This design comes from an exercise in tuning for small area on the open sky130 flow, not from production work.
The RTL was checked by simulation tests, not by an equivalence proof against the original design.
No activity file was given, so power comes from the tool's default toggle rates.

==> run a: inputs <==
Design c5_reg_bank_mp, start of the top module:
module c5_reg_bank_mp #(
  parameter int unsigned WIDTH  = 32,
  parameter int unsigned AW     = 5,
  parameter int unsigned NUM_RD = 2,
  parameter logic [31:0] IVEC   = 32'h0000_003C
) (
  input  logic                     I_clk,
  input  logic                     I_rst_n,
  input  logic                     I_pause,
  input  logic [NUM_RD*(AW+1)-1:0] I_rs_index,
  input  logic [AW:0]              I_rd_index,
  input  logic [WIDTH-1:0]         I_reg_dest_new,
  output logic [NUM_RD*WIDTH-1:0]  O_reg_out,
  output logic                     O_intr_enable,
  output logic                     O_busy
);
  localparam int unsigned IW    = AW + 1;
  localparam int unsigned DEPTH = 2 ** AW;
  localparam logic [IW-1:0] I_ZERO   = IW'(c5_reg_bank_pkg::idx_zero(AW));
  localparam logic [IW-1:0] I_STATUS = IW'(c5_reg_bank_pkg::idx_status(AW));
  localparam logic [IW-1:0] I_EPC    = IW'(c5_reg_bank_pkg::idx_epc(AW));
  localparam logic [IW-1:0] I_VEC    = IW'(c5_reg_bank_pkg::idx_vec(AW));
  logic [AW-1:0] cnt_q;
  logic          busy_q;
  logic          ie_q;
  always_ff @(posedge I_clk) begin
    if (!I_rst_n) begin
      cnt_q  <= '0;
      busy_q <= 1'b1;
      ie_q   <= 1'b0;
    end else begin
      cnt_q <= cnt_q + AW'(1);
      if (cnt_q == AW'(DEPTH - 1)) busy_q <= 1'b0;
      if (I_rd_index == I_EPC)         ie_q <= 1'b0;
  ...
==> module c5_reg_bank_aoi2, before the edit <==
module c5_reg_bank_aoi2 (
  input  logic [1:0] d_i,
  input  logic [1:0] s_i,
  output logic       y_no
);
  assign y_no = ~|(d_i & s_i);
endmodule
==> module c5_reg_bank_ram, before the edit <==
module c5_reg_bank_ram #(
  parameter int unsigned DEPTH = 32
) (
  input  logic [DEPTH-1:0] d_i,    
  input  logic [DEPTH-1:0] s_i,    
  output logic             y_o
);
  localparam int unsigned NG3 = DEPTH / 3;
  localparam int unsigned NG  = NG3 + 1;
  logic [NG-1:0] n;
  for (genvar g = 0; g < NG3; g++) begin : g_aoi3
    c5_reg_bank_aoi3 u_g (.d_i(d_i[3*g +: 3]), .s_i(s_i[3*g +: 3]), .y_no(n[g]));
  end
  c5_reg_bank_aoi2 u_last (.d_i(d_i[DEPTH-1 -: 2]), .s_i(s_i[DEPTH-1 -: 2]), .y_no(n[NG3]));
  assign y_o = ~&n;
endmodule
==> module c5_reg_bank_mp, before the edit <==
module c5_reg_bank_mp #(
  parameter int unsigned WIDTH  = 32,
  parameter int unsigned AW     = 5,
  parameter int unsigned NUM_RD = 2,
  parameter logic [31:0] IVEC   = 32'h0000_003C
) (
  input  logic                     I_clk,
  input  logic                     I_rst_n,
  input  logic                     I_pause,
  input  logic [NUM_RD*(AW+1)-1:0] I_rs_index,
  input  logic [AW:0]              I_rd_index,
  input  logic [WIDTH-1:0]         I_reg_dest_new,
  output logic [NUM_RD*WIDTH-1:0]  O_reg_out,
  output logic                     O_intr_enable,
  output logic                     O_busy
);
  localparam int unsigned IW    = AW + 1;
  localparam int unsigned DEPTH = 2 ** AW;
  localparam logic [IW-1:0] I_ZERO   = IW'(c5_reg_bank_pkg::idx_zero(AW));
  localparam logic [IW-1:0] I_STATUS = IW'(c5_reg_bank_pkg::idx_status(AW));
  localparam logic [IW-1:0] I_EPC    = IW'(c5_reg_bank_pkg::idx_epc(AW));
  localparam logic [IW-1:0] I_VEC    = IW'(c5_reg_bank_pkg::idx_vec(AW));
  logic [AW-1:0] cnt_q;
  logic          busy_q;
  logic          ie_q;
  always_ff @(posedge I_clk) begin
    if (!I_rst_n) begin
      cnt_q  <= '0;
      busy_q <= 1'b1;
      ie_q   <= 1'b0;
    end else begin
      cnt_q <= cnt_q + AW'(1);
      if (cnt_q == AW'(DEPTH - 1)) busy_q <= 1'b0;
      if (I_rd_index == I_EPC)         ie_q <= 1'b0;
      else if (I_rd_index == I_STATUS) ie_q <= I_reg_dest_new[0];
    end
  end
  logic             wr_en_c;
  logic [AW-1:0]    wr_slot_c;
  logic [DEPTH-1:0] we_c;
  logic [WIDTH-1:0] wdata_c;
  assign wr_en_c   = (I_rd_index != I_ZERO) && (I_rd_index != I_STATUS) &&
                     !I_pause && !busy_q;
  assign wr_slot_c = (I_rd_index == I_EPC) ? '0 : I_rd_index[AW-1:0];
  assign wdata_c   = busy_q ? '0 : I_reg_dest_new;
  logic [DEPTH*WIDTH-1:0] mem_q;
  for (genvar r = 0; r < DEPTH; r++) begin : g_row
    assign we_c[r] = busy_q || (wr_en_c && (wr_slot_c == AW'(r)));
    always_ff @(posedge I_clk) begin
      if (we_c[r]) mem_q[r*WIDTH +: WIDTH] <= wdata_c;
    end
  end
  logic [WIDTH-1:0] rdata_c [NUM_RD];
  for (genvar k = 0; k < NUM_RD; k++) begin : g_port
    logic [IW-1:0]    idx;
    logic [AW-1:0]    slot;
    logic             en;
    logic [DEPTH-1:0] sel;
    assign idx  = I_rs_index[k*IW +: IW];
    assign slot = (idx == I_EPC) ? '0 : idx[AW-1:0];
    assign en   = !busy_q && (idx != I_ZERO) &&
                  !((k == 0) && ((idx == I_STATUS) || (idx == I_VEC)));
    for (genvar r = 0; r < DEPTH; r++) begin : g_sel
      assign sel[r] = en && (slot == AW'(r));
    end
    for (genvar b = 0; b < WIDTH; b++) begin : g_bit
      logic [DEPTH-1:0] col;
      for (genvar r = 0; r < DEPTH; r++) begin : g_col
        assign col[r] = mem_q[r*WIDTH + b];
      end
      c5_reg_bank_ram #(.DEPTH(DEPTH)) u_rd (.d_i(col), .s_i(sel), .y_o(rdata_c[k][b]));
    end
  end
  logic [IW-1:0] idx0;
  logic          ok0;
  assign idx0 = I_rs_index[IW-1:0];
  assign ok0  = !busy_q;
  assign O_reg_out[WIDTH-1:0] =
      rdata_c[0]
    | ((ok0 && (idx0 == I_STATUS)) ? WIDTH'(ie_q) : '0)
    | ((ok0 && (idx0 == I_VEC))    ? WIDTH'(IVEC) : '0);
  assign O_reg_out[2*WIDTH-1:WIDTH] = rdata_c[1];
  assign O_intr_enable = ie_q;
  assign O_busy        = busy_q;
endmodule
export LEC_CHECK = 0
export CAP_MARGIN = 20
export CORE_MARGIN = 2
export CORE_UTILIZATION = 40
export SLEW_MARGIN = 20
export SYNTH_HIERARCHICAL = 1
create_clock -name core_clock -period 10.0 [get_ports {I_clk}]
run.sh (not shown) runs the stock make flow with config.mk's settings and CLKGATE_MAP_FILE= SYNTH_SCRIPT=/design/flow/synth_recipe.tcl, a recipe that flattens the netlist after the stock synthesis.
==> run b (differences from run a) <==
--- a/flow/design.v
+++ b/flow/design.v
@@ -25,8 +25,15 @@
 endmodule
-module c5_reg_bank_aoi2 (
+module c5_reg_bank_ao2 (
+  input  logic [1:0] n_i,
   input  logic [1:0] d_i,
   input  logic [1:0] s_i,
-  output logic       y_no
+  output logic       y_o
 );
-  assign y_no = ~|(d_i & s_i);
+  assign y_o = ~&n_i | |(d_i & s_i);
+endmodule
+module c5_reg_bank_nand4 (
+  input  logic [3:0] n_i,
+  output logic       y_o
+);
+  assign y_o = ~&n_i;
 endmodule
@@ -40,4 +47,4 @@
   localparam int unsigned NG3 = DEPTH / 3;
-  localparam int unsigned NG  = NG3 + 1;
-  logic [NG-1:0] n;
+  logic [NG3-1:0] n;
+  logic           p;
   for (genvar g = 0; g < NG3; g++) begin : g_aoi3
@@ -45,4 +52,7 @@
   end
-  c5_reg_bank_aoi2 u_last (.d_i(d_i[DEPTH-1 -: 2]), .s_i(s_i[DEPTH-1 -: 2]), .y_no(n[NG3]));
-  assign y_o = ~&n;
+  c5_reg_bank_ao2 u_last (.n_i(n[NG3-1 -: 2]), .d_i(d_i[DEPTH-1 -: 2]), .s_i(s_i[DEPTH-1 -: 2]), .y_o(p));
+  logic [1:0] q;
+  c5_reg_bank_nand4 u_n0 (.n_i(n[3:0]), .y_o(q[0]));
+  c5_reg_bank_nand4 u_n1 (.n_i(n[7:4]), .y_o(q[1]));
+  assign y_o = |q | p;
 endmodule
==> flow/flow/run.sh (new file) <==
#!/bin/bash
# Standard ORFS layout with smaller port buffers and a clock tree without
# dummy balancing loads. Each step's full output is kept in a log of its own.
set -uo pipefail
cd "$(dirname "$0")/.."
bash standard.sh \
  "BUFFER_PORTS_ARGS=-buffer_cell sky130_fd_sc_hd__buf_1" \
  "CTS_ARGS=-sink_clustering_enable -repair_clock_nets -dont_use_dummy_load -sink_clustering_size 16 -sink_clustering_max_diameter 80 -buf_list {sky130_fd_sc_hd__clkbuf_8}" \
  finish > flow_standard.log 2>&1
rc=$?
cp -r orfs/logs flow_orfs_logs 2>/dev/null || true
exit $rc
==> flow/standard.sh (new file) <==
#!/bin/bash
# synth_recipe.tcl (not shown) runs the flow's synth.tcl, then flattens the netlist and writes it again
# the make line also repeats each setting of config.mk as NAME=value (left out here)
make -C /OpenROAD-flow-scripts/flow DESIGN_CONFIG=/design/flow/config.mk WORK_HOME=/design/flow/orfs CLKGATE_MAP_FILE= SYNTH_SCRIPT=/design/flow/synth_recipe.tcl "${@:-finish}"
- CORE_UTILIZATION: 40 -> 65
removed: flow/run.sh
==> run c (differences from run a) <==
--- a/flow/design.v
+++ b/flow/design.v
@@ -18,2 +18,11 @@
 endpackage
+module c5_reg_bank_bit (
+  input  logic q_i,
+  input  logic load_i,
+  input  logic c_i,
+  input  logic keep_i,
+  output logic d_o
+);
+  assign d_o = ~((q_i | load_i) & (c_i | keep_i));
+endmodule
 module c5_reg_bank_aoi3 (
@@ -25,8 +34,22 @@
 endmodule
-module c5_reg_bank_aoi2 (
+module c5_reg_bank_ao2 (
+  input  logic [1:0] n_i,
   input  logic [1:0] d_i,
   input  logic [1:0] s_i,
-  output logic       y_no
+  output logic       y_o
 );
-  assign y_no = ~|(d_i & s_i);
+  assign y_o = ~&n_i | |(d_i & s_i);
+endmodule
+module c5_reg_bank_nand4 (
+  input  logic [3:0] n_i,
+  output logic       y_o
+);
+  assign y_o = ~&n_i;
+endmodule
+module c5_reg_bank_xor (
+  input  logic a_i,
+  input  logic b_i,
+  output logic y_o
+);
+  assign y_o = a_i ^ b_i;
 endmodule
@@ -37,2 +60,3 @@
   input  logic [DEPTH-1:0] s_i,    
+  input  logic             inv_i,  
   output logic             y_o
@@ -40,4 +64,4 @@
   localparam int unsigned NG3 = DEPTH / 3;
-  localparam int unsigned NG  = NG3 + 1;
-  logic [NG-1:0] n;
+  logic [NG3-1:0] n;
+  logic           p;
   for (genvar g = 0; g < NG3; g++) begin : g_aoi3
@@ -45,4 +69,9 @@
   end
-  c5_reg_bank_aoi2 u_last (.d_i(d_i[DEPTH-1 -: 2]), .s_i(s_i[DEPTH-1 -: 2]), .y_no(n[NG3]));
-  assign y_o = ~&n;
+  c5_reg_bank_ao2 u_last (.n_i(n[NG3-1 -: 2]), .d_i(d_i[DEPTH-1 -: 2]), .s_i(s_i[DEPTH-1 -: 2]), .y_o(p));
+  logic [1:0] q;
+  c5_reg_bank_nand4 u_n0 (.n_i(n[3:0]), .y_o(q[0]));
+  c5_reg_bank_nand4 u_n1 (.n_i(n[7:4]), .y_o(q[1]));
+  logic or_q;
+  assign or_q = |q | p;
+  c5_reg_bank_xor u_x (.a_i(or_q), .b_i(inv_i), .y_o(y_o));
 endmodule
@@ -85,6 +114,9 @@
   end
+  logic phase_q;
+  always_ff @(posedge I_clk) phase_q <= !busy_q && !phase_q;
   logic             wr_en_c;
   logic [AW-1:0]    wr_slot_c;
-  logic [DEPTH-1:0] we_c;
-  logic [WIDTH-1:0] wdata_c;
+  logic [DEPTH-1:0] load_c;
+  logic [DEPTH-1:0] keep_c;
+  logic [WIDTH-1:0] col_c;
   assign wr_en_c   = (I_rd_index != I_ZERO) && (I_rd_index != I_STATUS) &&
@@ -92,10 +124,21 @@
   assign wr_slot_c = (I_rd_index == I_EPC) ? '0 : I_rd_index[AW-1:0];
-  assign wdata_c   = busy_q ? '0 : I_reg_dest_new;
+  assign col_c     = I_reg_dest_new ^ {WIDTH{phase_q}};
   logic [DEPTH*WIDTH-1:0] mem_q;
+  logic [DEPTH*WIDTH-1:0] mem_d;
   for (genvar r = 0; r < DEPTH; r++) begin : g_row
-    assign we_c[r] = busy_q || (wr_en_c && (wr_slot_c == AW'(r)));
-    always_ff @(posedge I_clk) begin
-      if (we_c[r]) mem_q[r*WIDTH +: WIDTH] <= wdata_c;
+    logic wr;
+    assign wr        = wr_en_c && (wr_slot_c == AW'(r));
+    assign load_c[r] = busy_q || wr;
+    assign keep_c[r] = !wr;
+    for (genvar b = 0; b < WIDTH; b++) begin : g_bit
+      c5_reg_bank_bit u_bit (
+        .q_i    (mem_q[r*WIDTH + b]),
+        .load_i (load_c[r]),
+        .c_i    (col_c[b]),
+        .keep_i (keep_c[r]),
+        .d_o    (mem_d[r*WIDTH + b])
+      );
     end
   end
+  always_ff @(posedge I_clk) mem_q <= mem_d;
   logic [WIDTH-1:0] rdata_c [NUM_RD];
@@ -113,2 +156,4 @@
     end
+    logic inv;
+    assign inv = en && phase_q;
     for (genvar b = 0; b < WIDTH; b++) begin : g_bit
@@ -118,3 +163,3 @@
       end
-      c5_reg_bank_ram #(.DEPTH(DEPTH)) u_rd (.d_i(col), .s_i(sel), .y_o(rdata_c[k][b]));
+      c5_reg_bank_ram #(.DEPTH(DEPTH)) u_rd (.d_i(col), .s_i(sel), .inv_i(inv), .y_o(rdata_c[k][b]));
     end
==> flow/flow/run.sh (new file) <==
#!/bin/bash
# Standard ORFS layout with smaller port buffers, a clock tree without dummy
# balancing loads, and no very large buffers in the resizer's repairs. Each
# step's full output is kept in a log of its own.
set -uo pipefail
cd "$(dirname "$0")/.."
hook="$PWD/flow/no_big_buffers.tcl"
bash standard.sh \
  "BUFFER_PORTS_ARGS=-buffer_cell sky130_fd_sc_hd__buf_1" \
  "CTS_ARGS=-sink_clustering_enable -repair_clock_nets -dont_use_dummy_load -sink_clustering_size 16 -sink_clustering_max_diameter 50 -buf_list {sky130_fd_sc_hd__clkbuf_8}" \
  "PRE_GLOBAL_PLACE_TCL=$hook" "PRE_RESIZE_TCL=$hook" "PRE_GLOBAL_ROUTE_TCL=$hook" \
  finish > flow_standard.log 2>&1
rc=$?
cp -r orfs/logs flow_orfs_logs 2>/dev/null || true
exit $rc
==> flow/flow/no_big_buffers.tcl (new file) <==
# Keep the resizer's repairs to small buffers: the largest ones only add area
# on this design, whose long nets are all at a 10 ns clock.
set_dont_use {sky130_fd_sc_hd__buf_12 sky130_fd_sc_hd__buf_16 sky130_fd_sc_hd__bufbuf_8 sky130_fd_sc_hd__bufbuf_16}
==> flow/standard.sh (new file) <==
#!/bin/bash
# synth_recipe.tcl (not shown) runs the flow's synth.tcl, then flattens the netlist and writes it again
# the make line also repeats each setting of config.mk as NAME=value (left out here)
make -C /OpenROAD-flow-scripts/flow DESIGN_CONFIG=/design/flow/config.mk WORK_HOME=/design/flow/orfs CLKGATE_MAP_FILE= SYNTH_SCRIPT=/design/flow/synth_recipe.tcl "${@:-finish}"
removed: flow/run.sh
==> qor summary <==
item	run a	run c	run b
Die boundary height	325 microns	312 microns	255 microns
Critical path data arrival time	5.94 ns	5.83 ns	5.40 ns
Number of filler cells placed in the layout	8,538	9,000	3,950
Multi-input gate count	1,179	2,306	1,179
Smallest hold slack	0.474 ns	0.451 ns	0.470 ns
Proportion of synthesized area in mux cells	0.0243%	0%	0.0245%
Insertion delay of the later-clocked pin in the worst-skew pair	0.66 ns	0.78 ns	0.72 ns
Routed wl met2	68,900 microns	74,800 microns	63,300 microns
Result of the run	timing/DRC/antenna clean	timing/DRC/antenna clean	timing/DRC/antenna clean
Area added between synthesis and finish	18.8%	13.3%	8.93%
Worst setup path endpoint	O_reg_out[44]	O_reg_out[46]	O_reg_out[35]
Instance count of the mapped netlist	2,257	3,394	2,257
Switching share of power	19.4%	23.6%	19.6%
Wirelength, routed	156,000 microns	188,000 microns	145,000 microns
Die width	325 microns	312 microns	255 microns
Clock network power consumption	3.86 mW	2.27 mW	1.94 mW
Biggest cell delay along the critical path	0.76 ns	0.74 ns	0.84 ns
Cell type contributing the most total cell area after synthesis	edfxtp_1	dfxtp_1	edfxtp_1
Internal cell power	6.93 mW	5.02 mW	5.35 mW
Compound-gate portion of the synthesized area	18.2%	36.0%	17.6%
Worst path depth	8	9	9
Layout Cell Area excl Fill	0.0489 sq mm	0.0429 sq mm	0.0445 sq mm
HPWL Detailed	86,800 microns	110,000 microns	77,600 microns
Buffers excl. clock	220	268	191
CTS root buffer	clkbuf_16	clkbuf_8	clkbuf_8

[re-timing with driven ports]
No port has a modelled driver above. Below, the same layouts with a new extraction and two added sets of constraints.
Step 1 (the two cells are an assumption about what drives the block):
set clk [get_ports {I_clk}]
set_driving_cell -lib_cell sky130_fd_sc_hd__clkbuf_16 $clk
set_driving_cell -lib_cell sky130_fd_sc_hd__buf_2 [delete_from_list [all_inputs] $clk]
Step 2, shift: input delay + t, output delay - t, t = (earliest + latest rising clock arrival at the registers) / 2. This alone moves slack from input paths to output paths.
Three values: no drivers, after step 1, after step 2; two values: the first two.
run | t (ns) | slack for setup (ns) | clock arrival spread, ns | worst register clock-pin slew, ns | pins driven straight from the clock port
run a | 0.728 | 2.064 / 2.035 / 2.035 | 0.039 / 0.040 | 0.07 / 0.07 | 1
run b | 0.770 | 2.602 / 2.576 / 2.576 | 0.033 / 0.033 | 0.11 / 0.11 | 1
run c | 0.792 | 2.166 / 2.064 / 2.064 | 0.102 / 0.102 | 0.11 / 0.11 | 1
After both steps setup and hold are still met in every run listed. The setup slack of run c, which loses most, moves by -0.102 ns with the drivers and by -0.102 ns with both steps.
